Source: an optimization exercise on an open RTL-to-GDS flow (aim: small area and a short achievable clock period). Production flows keep margins and buffers that such runs may drop. In this exercise RTL edits were held to simulation tests only and were not proved equivalent to the original. Power and IR drop assume default switching activity.

==> inputs of job 6093 <==
==> flow/design.v <==
package csr_pkg;
    localparam int XLEN       = 32;
    localparam int CSR_ADDR_W = 12;
    localparam logic [CSR_ADDR_W-1:0] csr_addr_mstatus   = 12'h300;
    localparam logic [CSR_ADDR_W-1:0] csr_addr_misa      = 12'h301;
    localparam logic [CSR_ADDR_W-1:0] csr_addr_mie       = 12'h304;
    localparam logic [CSR_ADDR_W-1:0] csr_addr_mtvec     = 12'h305;
    localparam logic [CSR_ADDR_W-1:0] csr_addr_mscratch  = 12'h340;
    localparam logic [CSR_ADDR_W-1:0] csr_addr_mepc      = 12'h341;
    localparam logic [CSR_ADDR_W-1:0] csr_addr_mcause    = 12'h342;
    localparam logic [CSR_ADDR_W-1:0] csr_addr_mtval     = 12'h343;
    localparam logic [CSR_ADDR_W-1:0] csr_addr_mip       = 12'h344;
    localparam logic [CSR_ADDR_W-1:0] csr_addr_mcycle    = 12'hb00;
    localparam logic [CSR_ADDR_W-1:0] csr_addr_minstret  = 12'hb02;
    localparam logic [CSR_ADDR_W-1:0] csr_addr_mcycleh   = 12'hb80;
    localparam logic [CSR_ADDR_W-1:0] csr_addr_minstreth = 12'hb82;
    localparam logic [CSR_ADDR_W-1:0] csr_addr_cycle     = 12'hc00;
    localparam logic [CSR_ADDR_W-1:0] csr_addr_time      = 12'hc01;
    localparam logic [CSR_ADDR_W-1:0] csr_addr_instret   = 12'hc02;
    localparam logic [CSR_ADDR_W-1:0] csr_addr_cycleh    = 12'hc80;
    localparam logic [CSR_ADDR_W-1:0] csr_addr_timeh     = 12'hc81;
    localparam logic [CSR_ADDR_W-1:0] csr_addr_instreth  = 12'hc82;
    localparam logic [CSR_ADDR_W-1:0] csr_addr_mhartid   = 12'hf14;
    localparam logic [CSR_ADDR_W-1:0] csr_addr_mtimecmp  = 12'h7c0;
    localparam logic [CSR_ADDR_W-1:0] csr_addr_mtimecmph = 12'h7c1;
    typedef enum logic [2:0] {
        csr_op_rw  = 3'b001,
        csr_op_rs  = 3'b010,
        csr_op_rc  = 3'b011,
        csr_op_rwi = 3'b101,
        csr_op_rsi = 3'b110,
        csr_op_rci = 3'b111
    } csr_op_e;
    localparam logic [XLEN-1:0] cause_msi = 32'd3;
    localparam logic [XLEN-1:0] cause_mti = 32'd7;
    localparam logic [XLEN-1:0] cause_mei = 32'd11;
    localparam logic [XLEN-1:0] misa_value = 32'h4000_0100;  
    typedef struct packed {
        logic [XLEN-9:0] zero_hi;
        logic            mpie;
        logic [2:0]      zero_mid;
        logic            mie;
        logic [2:0]      zero_lo;
    } mstatus_t;
    localparam int msi_bit = 3;
    localparam int mti_bit = 7;
    localparam int mei_bit = 11;
    localparam logic [XLEN-1:0] irq_mask = (32'd1 << msi_bit) | (32'd1 << mti_bit)
                                         | (32'd1 << mei_bit);
endpackage
module csr_unit #(
    parameter logic [csr_pkg::XLEN-1:0] MSCRATCH_RESET = 32'hb000_0000,
    parameter logic [csr_pkg::XLEN-1:0] HART_ID        = 32'd1,
    parameter logic [63:0]              MTIMECMP_RESET = 64'h0000_0000_8000_0000,
    parameter logic                     MEIE_RESET     = 1'b1
) (
    input  logic                          clk,
    input  logic                          rst_n,
    input  logic                          instruction_vld,
    input  logic [csr_pkg::XLEN-1:0]      instruction_pld,
    input  logic [4:0]                    inst_rd_idx,
    input  logic                          inst_rd_en,
    input  logic [csr_pkg::XLEN-1:0]      rs1_val,
    input  logic [63:0]                   instret,
    input  logic                          trap_vld,
    input  logic [csr_pkg::XLEN-1:0]      trap_pc,
    input  logic [csr_pkg::XLEN-1:0]      trap_cause,
    input  logic [csr_pkg::XLEN-1:0]      trap_tval,
    input  logic                          mret_en,
    input  logic                          intr_meip,
    input  logic                          intr_msip,
    input  logic                          intr_rdy,
    output logic [4:0]                    reg_index,
    output logic                          reg_wr_en,
    output logic [csr_pkg::XLEN-1:0]      reg_val,
    output logic                          intr_vld,
    output logic [csr_pkg::XLEN-1:0]      intr_op,
    output logic [csr_pkg::XLEN-1:0]      mtvec_val,
    output logic [csr_pkg::XLEN-1:0]      mepc_val
);
    logic [11:0] addr;
    logic [2:0]  funct3;
    logic [31:0] src;
    logic        wren;
    logic        op_rw;
    logic        op_rc;
    logic [31:0] keep;    
    logic [31:0] setv;    
    assign addr   = instruction_pld[31:20];
    assign funct3 = instruction_pld[14:12];
    assign src    = funct3[2] ? {27'd0, instruction_pld[19:15]} : rs1_val;
    assign wren   = instruction_vld & (funct3[1:0] != 2'b00);
    assign op_rw  = funct3[1:0] == 2'b01;
    assign op_rc  = funct3[1:0] == 2'b11;
    assign keep   = ~({32{op_rw}} | ({32{op_rc}} & src));
    assign setv   = src & ~{32{op_rc}};
    assign reg_index = inst_rd_idx;
    assign reg_wr_en = instruction_vld & inst_rd_en;
    logic a_mstatus, a_misa, a_mie, a_mtvec, a_mscratch, a_mepc, a_mcause,
          a_mtval, a_mip, a_mhartid, a_cyc_lo, a_cyc_hi, a_ins_lo, a_ins_hi,
          a_cmp_lo, a_cmp_hi, a_mcycle, a_mcycleh;
    assign a_mstatus  = addr == 12'h300;
    assign a_misa     = addr == 12'h301;
    assign a_mie      = addr == 12'h304;
    assign a_mtvec    = addr == 12'h305;
    assign a_mscratch = addr == 12'h340;
    assign a_mepc     = addr == 12'h341;
    assign a_mcause   = addr == 12'h342;
    assign a_mtval    = addr == 12'h343;
    assign a_mip      = addr == 12'h344;
    assign a_mhartid  = addr == 12'hf14;
    assign a_mcycle   = addr == 12'hb00;
    assign a_mcycleh  = addr == 12'hb80;
    assign a_cyc_lo   = a_mcycle  | (addr == 12'hc00) | (addr == 12'hc01);
    assign a_cyc_hi   = a_mcycleh | (addr == 12'hc80) | (addr == 12'hc81);
    assign a_ins_lo   = (addr == 12'hb02) | (addr == 12'hc02);
    assign a_ins_hi   = (addr == 12'hb82) | (addr == 12'hc82);
    assign a_cmp_lo   = addr == 12'h7c0;
    assign a_cmp_hi   = addr == 12'h7c1;
    logic [63:0] cycle;
    logic [63:0] cycle_inc;
    logic [63:0] mtimecmp;
    logic        st_mie, st_mpie;
    logic [2:0]  mie_q;      
    logic [2:0]  mip_q;      
    logic [31:2] mtvec_hi;
    logic        mtvec_b0;   
    logic [31:0] mscratch_q, mepc_q, mcause_q, mtval_q;
    logic        timer_pend;
    assign cycle_inc = cycle + 64'd1;
    always_ff @(posedge clk or negedge rst_n) begin
        if (!rst_n) begin
            cycle <= '0;
        end else begin
            cycle[31:0]  <= (wren & a_mcycle)  ? ((cycle[31:0] & keep) | setv)  : cycle_inc[31:0];
            cycle[63:32] <= (wren & a_mcycleh) ? ((cycle[63:32] & keep) | setv) : cycle_inc[63:32];
        end
    end
    always_ff @(posedge clk or negedge rst_n) begin
        if (!rst_n) begin
            mtimecmp <= MTIMECMP_RESET;
        end else begin
            if (wren & a_cmp_lo) mtimecmp[31:0]  <= (mtimecmp[31:0] & keep) | setv;
            if (wren & a_cmp_hi) mtimecmp[63:32] <= (mtimecmp[63:32] & keep) | setv;
        end
    end
    assign timer_pend = cycle > mtimecmp;
    always_ff @(posedge clk or negedge rst_n) begin
        if (!rst_n) begin
            st_mie  <= 1'b0;
            st_mpie <= 1'b0;
        end else if (trap_vld) begin
            st_mpie <= st_mie;
            st_mie  <= 1'b0;
        end else if (mret_en) begin
            st_mie  <= st_mpie;
            st_mpie <= 1'b1;
        end else if (wren & a_mstatus) begin
            st_mie  <= (st_mie  & keep[3]) | setv[3];
            st_mpie <= (st_mpie & keep[7]) | setv[7];
        end
    end
    always_ff @(posedge clk or negedge rst_n) begin
        if (!rst_n) begin
            mie_q <= {MEIE_RESET, 2'b00};
        end else if (wren & a_mie) begin
            mie_q <= (mie_q & {keep[11], keep[7], keep[3]}) | {setv[11], setv[7], setv[3]};
        end
    end
    logic [31:0] mtvec_new;
    assign mtvec_new = ({mtvec_hi, 1'b0, mtvec_b0} & keep) | setv;
    always_ff @(posedge clk or negedge rst_n) begin
        if (!rst_n) begin
            mtvec_hi <= '0;
            mtvec_b0 <= 1'b0;
        end else if (wren & a_mtvec) begin
            mtvec_hi <= mtvec_new[31:2];
            if (!mtvec_new[1]) mtvec_b0 <= mtvec_new[0];
        end
    end
    always_ff @(posedge clk or negedge rst_n) begin
        if (!rst_n) begin
            mscratch_q <= MSCRATCH_RESET;
        end else if (wren & a_mscratch) begin
            mscratch_q <= (mscratch_q & keep) | setv;
        end
    end
    always_ff @(posedge clk or negedge rst_n) begin
        if (!rst_n) begin
            mepc_q   <= '0;
            mcause_q <= '0;
            mtval_q  <= '0;
        end else if (trap_vld) begin
            mepc_q   <= trap_pc;
            mcause_q <= trap_cause;
            mtval_q  <= trap_cause[31] ? '0 : trap_tval;
        end else begin
            if (wren & a_mepc)   mepc_q   <= (mepc_q   & keep) | setv;
            if (wren & a_mcause) mcause_q <= (mcause_q & keep) | setv;
            if (wren & a_mtval)  mtval_q  <= (mtval_q  & keep) | setv;
        end
    end
    logic [2:0] pend;
    logic       src_any;
    assign src_any = intr_meip | intr_msip | timer_pend;
    assign pend    = mie_q & mip_q;
    assign intr_vld = st_mie & (|pend);
    always_ff @(posedge clk or negedge rst_n) begin
        if (!rst_n) begin
            mip_q <= '0;
        end else if (intr_vld & intr_rdy) begin
            mip_q <= '0;
        end else if (src_any) begin
            mip_q <= {intr_meip, timer_pend & ~intr_msip & ~intr_meip, intr_msip & ~intr_meip};
        end else if (wren & a_mip) begin
            mip_q <= (mip_q & {keep[11], keep[7], keep[3]}) | {setv[11], setv[7], setv[3]};
        end
    end
    always_comb begin
        intr_op = '0;
        if (intr_vld) begin
            if (pend[2])      intr_op = csr_pkg::cause_mei;
            else if (pend[0]) intr_op = csr_pkg::cause_msi;
            else              intr_op = csr_pkg::cause_mti;
        end
    end
    logic [31:0] mstatus_rd, mie_rd, mip_rd, mtvec_rd;
    assign mstatus_rd = {24'd0, st_mpie, 3'd0, st_mie, 3'd0};
    assign mie_rd     = {20'd0, mie_q[2], 3'd0, mie_q[1], 3'd0, mie_q[0], 3'd0};
    assign mip_rd     = {20'd0, mip_q[2], 3'd0, mip_q[1], 3'd0, mip_q[0], 3'd0};
    assign mtvec_rd   = {mtvec_hi, 1'b0, mtvec_b0};
    assign reg_val = ({32{a_mstatus}}  & mstatus_rd)
                   | ({32{a_misa}}     & csr_pkg::misa_value)
                   | ({32{a_mie}}      & mie_rd)
                   | ({32{a_mtvec}}    & mtvec_rd)
                   | ({32{a_mscratch}} & mscratch_q)
                   | ({32{a_mepc}}     & mepc_q)
                   | ({32{a_mcause}}   & mcause_q)
                   | ({32{a_mtval}}    & mtval_q)
                   | ({32{a_mip}}      & mip_rd)
                   | ({32{a_mhartid}}  & HART_ID)
                   | ({32{a_cyc_lo}}   & cycle[31:0])
                   | ({32{a_cyc_hi}}   & cycle[63:32])
                   | ({32{a_ins_lo}}   & instret[31:0])
                   | ({32{a_ins_hi}}   & instret[63:32])
                   | ({32{a_cmp_lo}}   & mtimecmp[31:0])
                   | ({32{a_cmp_hi}}   & mtimecmp[63:32]);
    assign mtvec_val = mtvec_rd;
    assign mepc_val  = mepc_q;
endmodule
==> flow/run.sh <==
#!/bin/bash
# synth_recipe.tcl (not shown) runs the flow's synth.tcl, then flattens the netlist and writes it again
# the make line also repeats each setting of config.mk as NAME=value (left out here)
make -C /OpenROAD-flow-scripts/flow DESIGN_CONFIG=/design/flow/config.mk WORK_HOME=/design/flow/orfs CLKGATE_MAP_FILE= SYNTH_SCRIPT=/design/flow/synth_recipe.tcl finish
==> flow/config.mk <==
export PLATFORM = sky130hd
export DESIGN_NAME = csr_unit
export DESIGN_NICKNAME = csr_unit
export VERILOG_FILES = /design/flow/design.v
export SDC_FILE = /design/flow/constraint.sdc
export NUM_CORES = 4
export LEC_CHECK = 0
export CAP_MARGIN = 20
export CORE_MARGIN = 2
export CORE_UTILIZATION = 40
export SLEW_MARGIN = 20
==> flow/constraint.sdc <==
create_clock -name core_clock -period 6.0 [get_ports {clk}]
set_input_delay 1.2000 -clock core_clock [delete_from_list [all_inputs] [get_ports {clk}]]
set_output_delay 1.2000 -clock core_clock [all_outputs]
set_load 0.01 [all_outputs]
==> job 1974: changes against job 6093 <==
--- a/flow/design.v
+++ b/flow/design.v
@@ -85,6 +85,6 @@
     logic        op_rw;
     logic        op_rc;
-    logic [31:0] keep;    
-    logic [31:0] setv;    
+    logic [31:0] rdata;
+    logic [31:0] wdata;
     assign addr   = instruction_pld[31:20];
     assign funct3 = instruction_pld[14:12];
@@ -93,6 +93,5 @@
     assign op_rw  = funct3[1:0] == 2'b01;
     assign op_rc  = funct3[1:0] == 2'b11;
-    assign keep   = ~({32{op_rw}} | ({32{op_rc}} & src));
-    assign setv   = src & ~{32{op_rc}};
+    assign wdata  = op_rw ? src : op_rc ? (rdata & ~src) : (rdata | src);
     assign reg_index = inst_rd_idx;
     assign reg_wr_en = instruction_vld & inst_rd_en;
@@ -128,11 +127,21 @@
     logic [31:0] mscratch_q, mepc_q, mcause_q, mtval_q;
     logic        timer_pend;
-    assign cycle_inc = cycle + 64'd1;
+    logic [8:0] blk_c;
+    assign blk_c[0] = 1'b1;
+    for (genvar j = 0; j < 8; j++) begin : g_inc
+        logic [8:0] c;
+        assign c[0] = blk_c[j];
+        for (genvar i = 0; i < 8; i++) begin : g_bit
+            assign cycle_inc[8*j+i] = cycle[8*j+i] ^ c[i];
+            assign c[i+1]           = cycle[8*j+i] & c[i];
+        end
+        assign blk_c[j+1] = blk_c[j] & (&cycle[8*j+7:8*j]);
+    end
     always_ff @(posedge clk or negedge rst_n) begin
         if (!rst_n) begin
             cycle <= '0;
         end else begin
-            cycle[31:0]  <= (wren & a_mcycle)  ? ((cycle[31:0] & keep) | setv)  : cycle_inc[31:0];
-            cycle[63:32] <= (wren & a_mcycleh) ? ((cycle[63:32] & keep) | setv) : cycle_inc[63:32];
+            cycle[31:0]  <= (wren & a_mcycle)  ? wdata  : cycle_inc[31:0];
+            cycle[63:32] <= (wren & a_mcycleh) ? wdata : cycle_inc[63:32];
         end
     end
@@ -141,9 +150,14 @@
             mtimecmp <= MTIMECMP_RESET;
         end else begin
-            if (wren & a_cmp_lo) mtimecmp[31:0]  <= (mtimecmp[31:0] & keep) | setv;
-            if (wren & a_cmp_hi) mtimecmp[63:32] <= (mtimecmp[63:32] & keep) | setv;
-        end
-    end
-    assign timer_pend = cycle > mtimecmp;
+            if (wren & a_cmp_lo) mtimecmp[31:0]  <= wdata;
+            if (wren & a_cmp_hi) mtimecmp[63:32] <= wdata;
+        end
+    end
+    logic [64:0] gt;
+    assign gt[0] = 1'b0;
+    for (genvar i = 0; i < 64; i++) begin : g_cmp
+        assign gt[i+1] = (cycle[i] & ~mtimecmp[i]) | ((cycle[i] | ~mtimecmp[i]) & gt[i]);
+    end
+    assign timer_pend = gt[64];
     always_ff @(posedge clk or negedge rst_n) begin
         if (!rst_n) begin
@@ -157,6 +171,6 @@
             st_mpie <= 1'b1;
         end else if (wren & a_mstatus) begin
-            st_mie  <= (st_mie  & keep[3]) | setv[3];
-            st_mpie <= (st_mpie & keep[7]) | setv[7];
+            st_mie  <= wdata[3];
+            st_mpie <= wdata[7];
         end
     end
@@ -165,9 +179,7 @@
             mie_q <= {MEIE_RESET, 2'b00};
         end else if (wren & a_mie) begin
-            mie_q <= (mie_q & {keep[11], keep[7], keep[3]}) | {setv[11], setv[7], setv[3]};
-        end
-    end
-    logic [31:0] mtvec_new;
-    assign mtvec_new = ({mtvec_hi, 1'b0, mtvec_b0} & keep) | setv;
+            mie_q <= {wdata[11], wdata[7], wdata[3]};
+        end
+    end
     always_ff @(posedge clk or negedge rst_n) begin
         if (!rst_n) begin
@@ -175,6 +187,6 @@
             mtvec_b0 <= 1'b0;
         end else if (wren & a_mtvec) begin
-            mtvec_hi <= mtvec_new[31:2];
-            if (!mtvec_new[1]) mtvec_b0 <= mtvec_new[0];
+            mtvec_hi <= wdata[31:2];
+            if (!wdata[1]) mtvec_b0 <= wdata[0];
         end
     end
@@ -183,5 +195,5 @@
             mscratch_q <= MSCRATCH_RESET;
         end else if (wren & a_mscratch) begin
-            mscratch_q <= (mscratch_q & keep) | setv;
+            mscratch_q <= wdata;
         end
     end
@@ -196,7 +208,7 @@
             mtval_q  <= trap_cause[31] ? '0 : trap_tval;
         end else begin
-            if (wren & a_mepc)   mepc_q   <= (mepc_q   & keep) | setv;
-            if (wren & a_mcause) mcause_q <= (mcause_q & keep) | setv;
-            if (wren & a_mtval)  mtval_q  <= (mtval_q  & keep) | setv;
+            if (wren & a_mepc)   mepc_q   <= wdata;
+            if (wren & a_mcause) mcause_q <= wdata;
+            if (wren & a_mtval)  mtval_q  <= wdata;
         end
     end
@@ -214,5 +226,5 @@
             mip_q <= {intr_meip, timer_pend & ~intr_msip & ~intr_meip, intr_msip & ~intr_meip};
         end else if (wren & a_mip) begin
-            mip_q <= (mip_q & {keep[11], keep[7], keep[3]}) | {setv[11], setv[7], setv[3]};
+            mip_q <= {wdata[11], wdata[7], wdata[3]};
         end
     end
@@ -230,5 +242,5 @@
     assign mip_rd     = {20'd0, mip_q[2], 3'd0, mip_q[1], 3'd0, mip_q[0], 3'd0};
     assign mtvec_rd   = {mtvec_hi, 1'b0, mtvec_b0};
-    assign reg_val = ({32{a_mstatus}}  & mstatus_rd)
+    assign rdata = ({32{a_mstatus}}  & mstatus_rd)
                    | ({32{a_misa}}     & csr_pkg::misa_value)
                    | ({32{a_mie}}      & mie_rd)
@@ -246,4 +258,5 @@
                    | ({32{a_cmp_lo}}   & mtimecmp[31:0])
                    | ({32{a_cmp_hi}}   & mtimecmp[63:32]);
+    assign reg_val   = rdata;
     assign mtvec_val = mtvec_rd;
     assign mepc_val  = mepc_q;
==> flow/flow/run.sh (new file) <==
#!/bin/bash
set -euo pipefail
bash standard.sh BUFFER_PORTS_ARGS="-buffer_cell sky130_fd_sc_hd__buf_1" finish > standard_make.log 2>&1
==> flow/standard.sh (new file) <==
#!/bin/bash
# synth_recipe.tcl (not shown) runs the flow's synth.tcl, then flattens the netlist and writes it again
# the make line also repeats each setting of config.mk as NAME=value (left out here)
make -C /OpenROAD-flow-scripts/flow DESIGN_CONFIG=/design/flow/config.mk WORK_HOME=/design/flow/orfs CLKGATE_MAP_FILE= SYNTH_SCRIPT=/design/flow/synth_recipe.tcl "${@:-finish}"
CORE_UTILIZATION = 55   (was 40)
CTS_BUF_LIST = sky130_fd_sc_hd__clkbuf_8   (was unset)
CTS_CLUSTER_DIAMETER = 50   (was unset)
CTS_CLUSTER_SIZE = 12   (was unset)
SETUP_SLACK_MARGIN = 1.5   (was unset)
removed: flow/run.sh
==> job 1367: changes against job 6093 <==
--- a/flow/design.v
+++ b/flow/design.v
@@ -85,6 +85,6 @@
     logic        op_rw;
     logic        op_rc;
-    logic [31:0] keep;    
-    logic [31:0] setv;    
+    logic [31:0] rdata;
+    logic [31:0] wdata;
     assign addr   = instruction_pld[31:20];
     assign funct3 = instruction_pld[14:12];
@@ -93,6 +93,5 @@
     assign op_rw  = funct3[1:0] == 2'b01;
     assign op_rc  = funct3[1:0] == 2'b11;
-    assign keep   = ~({32{op_rw}} | ({32{op_rc}} & src));
-    assign setv   = src & ~{32{op_rc}};
+    assign wdata  = op_rw ? src : op_rc ? (rdata & ~src) : (rdata | src);
     assign reg_index = inst_rd_idx;
     assign reg_wr_en = instruction_vld & inst_rd_en;
@@ -128,11 +127,21 @@
     logic [31:0] mscratch_q, mepc_q, mcause_q, mtval_q;
     logic        timer_pend;
-    assign cycle_inc = cycle + 64'd1;
+    logic [8:0] blk_c;
+    assign blk_c[0] = 1'b1;
+    for (genvar j = 0; j < 8; j++) begin : g_inc
+        logic [8:0] c;
+        assign c[0] = blk_c[j];
+        for (genvar i = 0; i < 8; i++) begin : g_bit
+            assign cycle_inc[8*j+i] = cycle[8*j+i] ^ c[i];
+            assign c[i+1]           = cycle[8*j+i] & c[i];
+        end
+        assign blk_c[j+1] = blk_c[j] & (&cycle[8*j+7:8*j]);
+    end
     always_ff @(posedge clk or negedge rst_n) begin
         if (!rst_n) begin
             cycle <= '0;
         end else begin
-            cycle[31:0]  <= (wren & a_mcycle)  ? ((cycle[31:0] & keep) | setv)  : cycle_inc[31:0];
-            cycle[63:32] <= (wren & a_mcycleh) ? ((cycle[63:32] & keep) | setv) : cycle_inc[63:32];
+            cycle[31:0]  <= (wren & a_mcycle)  ? wdata  : cycle_inc[31:0];
+            cycle[63:32] <= (wren & a_mcycleh) ? wdata : cycle_inc[63:32];
         end
     end
@@ -141,9 +150,14 @@
             mtimecmp <= MTIMECMP_RESET;
         end else begin
-            if (wren & a_cmp_lo) mtimecmp[31:0]  <= (mtimecmp[31:0] & keep) | setv;
-            if (wren & a_cmp_hi) mtimecmp[63:32] <= (mtimecmp[63:32] & keep) | setv;
-        end
-    end
-    assign timer_pend = cycle > mtimecmp;
+            if (wren & a_cmp_lo) mtimecmp[31:0]  <= wdata;
+            if (wren & a_cmp_hi) mtimecmp[63:32] <= wdata;
+        end
+    end
+    logic [64:0] gt;
+    assign gt[0] = 1'b0;
+    for (genvar i = 0; i < 64; i++) begin : g_cmp
+        assign gt[i+1] = (cycle[i] & ~mtimecmp[i]) | ((cycle[i] | ~mtimecmp[i]) & gt[i]);
+    end
+    assign timer_pend = gt[64];
     always_ff @(posedge clk or negedge rst_n) begin
         if (!rst_n) begin
@@ -157,6 +171,6 @@
             st_mpie <= 1'b1;
         end else if (wren & a_mstatus) begin
-            st_mie  <= (st_mie  & keep[3]) | setv[3];
-            st_mpie <= (st_mpie & keep[7]) | setv[7];
+            st_mie  <= wdata[3];
+            st_mpie <= wdata[7];
         end
     end
@@ -165,9 +179,7 @@
             mie_q <= {MEIE_RESET, 2'b00};
         end else if (wren & a_mie) begin
-            mie_q <= (mie_q & {keep[11], keep[7], keep[3]}) | {setv[11], setv[7], setv[3]};
-        end
-    end
-    logic [31:0] mtvec_new;
-    assign mtvec_new = ({mtvec_hi, 1'b0, mtvec_b0} & keep) | setv;
+            mie_q <= {wdata[11], wdata[7], wdata[3]};
+        end
+    end
     always_ff @(posedge clk or negedge rst_n) begin
         if (!rst_n) begin
@@ -175,6 +187,6 @@
             mtvec_b0 <= 1'b0;
         end else if (wren & a_mtvec) begin
-            mtvec_hi <= mtvec_new[31:2];
-            if (!mtvec_new[1]) mtvec_b0 <= mtvec_new[0];
+            mtvec_hi <= wdata[31:2];
+            if (!wdata[1]) mtvec_b0 <= wdata[0];
         end
     end
@@ -183,5 +195,5 @@
             mscratch_q <= MSCRATCH_RESET;
         end else if (wren & a_mscratch) begin
-            mscratch_q <= (mscratch_q & keep) | setv;
+            mscratch_q <= wdata;
         end
     end
@@ -196,7 +208,7 @@
             mtval_q  <= trap_cause[31] ? '0 : trap_tval;
         end else begin
-            if (wren & a_mepc)   mepc_q   <= (mepc_q   & keep) | setv;
-            if (wren & a_mcause) mcause_q <= (mcause_q & keep) | setv;
-            if (wren & a_mtval)  mtval_q  <= (mtval_q  & keep) | setv;
+            if (wren & a_mepc)   mepc_q   <= wdata;
+            if (wren & a_mcause) mcause_q <= wdata;
+            if (wren & a_mtval)  mtval_q  <= wdata;
         end
     end
@@ -214,5 +226,5 @@
             mip_q <= {intr_meip, timer_pend & ~intr_msip & ~intr_meip, intr_msip & ~intr_meip};
         end else if (wren & a_mip) begin
-            mip_q <= (mip_q & {keep[11], keep[7], keep[3]}) | {setv[11], setv[7], setv[3]};
+            mip_q <= {wdata[11], wdata[7], wdata[3]};
         end
     end
@@ -230,5 +242,5 @@
     assign mip_rd     = {20'd0, mip_q[2], 3'd0, mip_q[1], 3'd0, mip_q[0], 3'd0};
     assign mtvec_rd   = {mtvec_hi, 1'b0, mtvec_b0};
-    assign reg_val = ({32{a_mstatus}}  & mstatus_rd)
+    assign rdata = ({32{a_mstatus}}  & mstatus_rd)
                    | ({32{a_misa}}     & csr_pkg::misa_value)
                    | ({32{a_mie}}      & mie_rd)
@@ -246,4 +258,5 @@
                    | ({32{a_cmp_lo}}   & mtimecmp[31:0])
                    | ({32{a_cmp_hi}}   & mtimecmp[63:32]);
+    assign reg_val   = rdata;
     assign mtvec_val = mtvec_rd;
     assign mepc_val  = mepc_q;
==> flow/flow/run.sh (new file) <==
#!/bin/bash
# The standard flow's layout, with two changes: abc maps with flow/abc_custom.script,
# and the port buffers are plain buf_1 cells.
set -euo pipefail
export CUSTOM_ABC_SCRIPT="$PWD/flow/abc_custom.script"
bash standard.sh SYNTH_SCRIPT="$PWD/flow/synth_custom.tcl" \
  BUFFER_PORTS_ARGS="-buffer_cell sky130_fd_sc_hd__buf_1" finish > standard_make.log 2>&1
==> flow/flow/abc_custom.script (new file) <==
&get -n
&st
&dch
&nf
&st
&syn2
&if -g -K 6
&synch2
&nf
&st
&syn2
&if -g -K 6
&synch2
&nf
&put
strash
dch
map
topo
buffer -c
stime -c
upsize -c
dnsize -c
==> flow/flow/synth_custom.tcl (new file) <==
proc synth {args} { yosys synth -nofsm -noshare {*}$args }
proc abc {args} {
  set i [lsearch -exact $args -script]
  if {$i >= 0} { lset args [expr {$i + 1}] $::env(CUSTOM_ABC_SCRIPT) }
  yosys abc {*}$args
}
source $::env(SCRIPTS_DIR)/synth.tcl
# left out here: clear keep_hierarchy, flatten, clean up, hide names made inside functions, write 1_2_yosys.v
==> flow/standard.sh (new file) <==
#!/bin/bash
# synth_recipe.tcl (not shown) runs the flow's synth.tcl, then flattens the netlist and writes it again
# the make line also repeats each setting of config.mk as NAME=value (left out here)
make -C /OpenROAD-flow-scripts/flow DESIGN_CONFIG=/design/flow/config.mk WORK_HOME=/design/flow/orfs CLKGATE_MAP_FILE= SYNTH_SCRIPT=/design/flow/synth_recipe.tcl "${@:-finish}"
CORE_UTILIZATION = 55   (was 40)
CTS_BUF_LIST = sky130_fd_sc_hd__clkbuf_8   (was unset)
CTS_CLUSTER_DIAMETER = 50   (was unset)
CTS_CLUSTER_SIZE = 12   (was unset)
SETUP_SLACK_MARGIN = 2.0   (was unset)
removed: flow/run.sh
==> notes <==
Clock power is about the same in job 1974 and job 1367. The lowest core utilization belongs to job 6093, the highest to job 1367. In job 1367 the total power is smaller than in job 6093, by 14%. Hold slack: job 1367 is worse than job 6093 (0.0075 ns). In sequential cell count, job 6093 and job 1974 do not differ. Global-route usage, lowest first: job 6093, job 1974, job 1367. Between job 1974 and job 6093, the lower final cell count is in job 1974 (gap about 12%, measured against job 6093). Job 6093 ran to the end with no violations. Job 1974 went through all stages and came out clean. Job 1367 ran to the end with no violations. Critical path depth is the same in job 1974 and job 1367. Of job 6093 and job 1367, job 6093 has the higher area after synthesis (gap about 9%, measured against job 1367).
==> figures <==
|  | job 6093 | job 1367 | job 1974 |
|---|---|---|---|
| Insertion delay of the later-clocked pin in the worst-skew pair | 0.56 ns | 0.60 ns | 0.57 ns |
| Crit-path most repeated cell | clkdlybuf4s50_1 | buf_6 | - |
| Highest clock rate | 180 MHz | 232 MHz | 223 MHz |
| Global Route met2 Usage | 50.4% | 67.1% | 59.2% |
| Commonest non-fill, non-tap cell in the layout | o21ai_0 | nand2_1 | nand2_1 |
| Start point of the critical path | instruction_pld[23] | instruction_pld[29] | instruction_pld[24] |
| Clock network fraction of total power | 42.2% | 39.2% | 39.4% |
| Worst path arrival time | 4.35 ns | 3.12 ns | 3.29 ns |
| Non-CTS inverters | 86 | 167 | 68 |
| Seq/total area | 31.9% | 34.5% | 38.0% |
| Part of the Yosys area used for sequential elements | 40.1% | 43.7% | 43.8% |
| Placeable core area | 0.0455 mm^2 | 0.0304 mm^2 | 0.0304 mm^2 |
| Count of different cell masters after synthesis | 84 | 61 | 90 |
| Nets | 2680 | 2780 | 2505 |
| Outcome | finished clean | finished clean | finished clean |
| Share of the clock period used by the worst path | 92.5% | 72.0% | 74.8% |
| Total vias in the final route | 19300 | 18700 | 16300 |
| Max-Slew Margin vs Limit | 27.7% | 26.9% | 34.6% |
| Number of design-rule violations left by the first detailed-router iteration | 2440 | 2177 | 1701 |
| Synth Area in Compound Gates | 30.8% | 24.6% | 24.5% |

[port drivers added, routing unchanged]
Ports are ideal in the flow. The routed layouts listed here were re-timed in OpenROAD.
Step 1 (the two cells are an assumption about what drives the block):
set clk [get_ports {clk}]
set_driving_cell -lib_cell sky130_fd_sc_hd__clkbuf_16 $clk
set_driving_cell -lib_cell sky130_fd_sc_hd__buf_2 [delete_from_list [all_inputs] $clk]
Step 2 times the ports against the registers' clock, not the clock port: input delays grow and output delays shrink by t, the midpoint of the rising clock arrivals with the driver on.
Slacks: ideal / step 1 / step 2; pairs: ideal / step 1.
run	t (ns)	setup WS [ns]	clock arrival spread, ns	slew at the worst register clock pin (ns)	worst data-port slew with drivers (ns)
job 6093	0.613	0.453 / 0.431 / 0.431	0.023 / 0.023	0.06 / 0.06	0.08
job 1974	0.607	1.513 / 1.492 / 1.492	0.028 / 0.027	0.09 / 0.09	0.06
job 1367	0.629	1.681 / 1.644 / 1.481	0.031 / 0.031	0.09 / 0.09	0.07
After both steps setup and hold are still met in every run listed. The setup slack of job 1367, which loses most, moves by -0.037 ns with the drivers and by -0.200 ns with both steps.
